This is an optimization exercise on Yosys and OpenROAD, whose aim is small area, not a production implementation. Only simulation tests tie the RTL to the original design; equivalence was not proved. Power and IR drop assume default switching activity.

## exp/nickel
// pe_operand_stage
module pe_operand_stage #(
    parameter  int unsigned DATA_WIDTH    = 32,
    parameter  int unsigned N_IN          = 4,
    parameter  int unsigned CONTEXT_DEPTH = 16,
    localparam int unsigned AW            = $clog2(CONTEXT_DEPTH),
    localparam int unsigned IIW           = AW + 1,
    localparam int unsigned OW            = DATA_WIDTH + 1
) (
    input  logic                    clk,
    input  logic                    reset,
    input  logic                    run,
    input  logic                    stall,
    input  logic [IIW-1:0]          ii,
    input  logic                    cfg_we,
    input  logic [AW-1:0]           cfg_addr,
    input  logic [pe_cfg_pkg::CFG_W-1:0] cfg_data,
    input  logic [N_IN-1:0][OW-1:0] net_in,
    input  logic [DATA_WIDTH-1:0]   alu_fb,
    output logic [5:0]              alu_operation,
    output logic [OW-1:0]           alu_lhs,
    output logic [OW-1:0]           alu_rhs,
    output logic [OW-1:0]           alu_shift,
    output logic [DATA_WIDTH-1:0]   alu_predicate,
    output logic [AW-1:0]           ctx_ptr,
    output logic                    ctx_wrap
);
    logic                     issued;      
    logic                     issue_wrap;
    logic                     ptr_zero;    
    logic [AW-1:0]            issue_ptr;
    logic [CONTEXT_DEPTH-1:0] issue_oh;
    logic [IIW-1:0]           last;
    logic                     at_last;
    pe_cfg_pkg::pe_cfg_t      cur;
    logic [5:0]               lsel, rsel, psel;
    logic [OW-1:0]            lhs_op, rhs_op, pred_op;
    logic                     pred_true;
    logic [5:0]               op_eff;
    logic [DATA_WIDTH-1:0]    shift_d;
    assign issued    = alu_shift[OW-1];
    assign ptr_zero  = !issued || issue_wrap;
    assign issue_ptr = ptr_zero ? '0 : ctx_ptr + 1'b1;
  ...
Size in the first run: roughly 930 flip-flops, about 370 I/O pins.
==> flow/config.mk <==
export PLATFORM = sky130hd
export DESIGN_NAME = pe_operand_stage
export DESIGN_NICKNAME = pe_operand_stage
export VERILOG_FILES = /design/flow/design.v
export SDC_FILE = /design/flow/constraint.sdc
export NUM_CORES = 4
export LEC_CHECK = 0
export CAP_MARGIN = 20
export CORE_MARGIN = 2
export CORE_UTILIZATION = 40
export SLEW_MARGIN = 20
export SYNTH_HIERARCHICAL = 1
export SYNTH_MINIMUM_KEEP_SIZE = 0
==> flow/constraint.sdc <==
create_clock -name core_clock -period 6.0 [get_ports {clk}]
set_input_delay 1.2000 -clock core_clock [delete_from_list [all_inputs] [get_ports {clk}]]
set_output_delay 1.2000 -clock core_clock [all_outputs]
set_load 0.01 [all_outputs]
standard.sh (not shown) runs the stock make flow with config.mk's settings and CLKGATE_MAP_FILE= SYNTH_SCRIPT=/design/flow/synth_recipe.tcl, a recipe that flattens the netlist after the stock synthesis.
==> flow/flow/run.sh <==
#!/bin/bash
# Layout flow: the standard ORFS flow (standard.sh, unchanged synthesis)
# with these layout knobs:
#  - port buffers use the smallest buffer cell (buf_1) instead of the
#    default pick;
#  - clock tree built from clkbuf_4/clkbuf_8 without dummy loads, with
#    clusters of up to 18 registers.
# All of make's output (each ORFS step also keeps its own log under
# orfs/logs) goes to standard.log in this folder.
set -euo pipefail
bash standard.sh \
  "BUFFER_PORTS_ARGS=-buffer_cell sky130_fd_sc_hd__buf_1" \
  "CTS_ARGS=-sink_clustering_enable -repair_clock_nets -buf_list {sky130_fd_sc_hd__clkbuf_4 sky130_fd_sc_hd__clkbuf_8} -dont_use_dummy_load -sink_clustering_size 18 -sink_clustering_max_diameter 60" \
  finish > standard.log 2>&1
## Diff of input files: exp/quartz against exp/nickel
Settings: changing SLEW_MARGIN from 20 to 5; changing CAP_MARGIN from 20 to 5.
Results
exp/quartz finished end to end and its layout was clean on timing, DRC and antenna.
Diff exp/nickel..exp/quartz | multi-input combinational gate total | unchanged
exp/quartz leaves more setup margin than exp/nickel.
The final core utilization of exp/quartz and that of exp/nickel are within noise of each other.
Between exp/quartz and exp/nickel, the fraction of area in multi-input gates figures differ only marginally.
Changes observed in exp/quartz relative to exp/nickel: via count now larger; area added between synthesis and finish comparable; sequential cell count comparable; total power comparable.
--- input diff exp/quartz..exp/xenon ---
Settings: CTS_CLUSTER_SIZE newly set to 18; SLEW_MARGIN changed from 5 to 20; CTS_CLUSTER_DIAMETER newly set to 60; CAP_MARGIN changed from 5 to 20; CTS_BUF_LIST newly set to sky130_fd_sc_hd__clkbuf_4 sky130_fd_sc_hd__clkbuf_8.
==> flow/run.sh (new file) <==
#!/bin/bash
# synth_recipe.tcl (not shown) runs the flow's synth.tcl, then flattens the netlist and writes it again
# the make line also repeats each setting of config.mk as NAME=value (left out here)
make -C /OpenROAD-flow-scripts/flow DESIGN_CONFIG=/design/flow/config.mk WORK_HOME=/design/flow/orfs CLKGATE_MAP_FILE= SYNTH_SCRIPT=/design/flow/synth_recipe.tcl finish
removed: flow/flow/run.sh
removed: flow/standard.sh
Findings:
No stage failed in exp/xenon, and the final checks on the layout all came back clean. Wire length on met1 went up slightly going from exp/quartz to exp/xenon. On routed wire length, exp/xenon does better than exp/quartz. | register-to-register slack | lower: exp/xenon |. Changes observed in exp/xenon relative to exp/quartz: final routed wire length divided by cell count decreased by 1.1 µm relative to the old numbers, summed area of non-filler cells in the final layout now larger, worst path setup slack after routing fell by 540 ps.

[separate check: timing with driven ports]
How much do the figures lean on ideal ports? The routed layouts below were timed once more, with nothing changed but the port constraints. Step 1 sets driving cells, clkbuf_16 on the clock port and buf_2 on the other inputs (assumed; they add their load-dependent delay and slew). Step 2 times the ports against the registers' clock, not the clock port: input delays grow and output delays shrink by t, the midpoint of the rising clock arrivals with the driver on. a / b / c = ideal ports / drivers / drivers and shift; a / b = the first two.
run	t, ns	setup WS [ns]	hold slack, ns
exp/nickel	0.729	1.436 / 1.436 / 0.739	0.476 / 0.476 / 0.476
exp/quartz	0.732	1.462 / 1.462 / 0.756	0.477 / 0.477 / 0.477
exp/xenon	0.744	0.926 / 0.960 / 0.217	0.480 / 0.480 / 0.480
After both steps every run listed still meets setup and hold. The setup slack of exp/xenon, which loses most, moves by +0.034 ns with the drivers and by -0.709 ns with both steps.
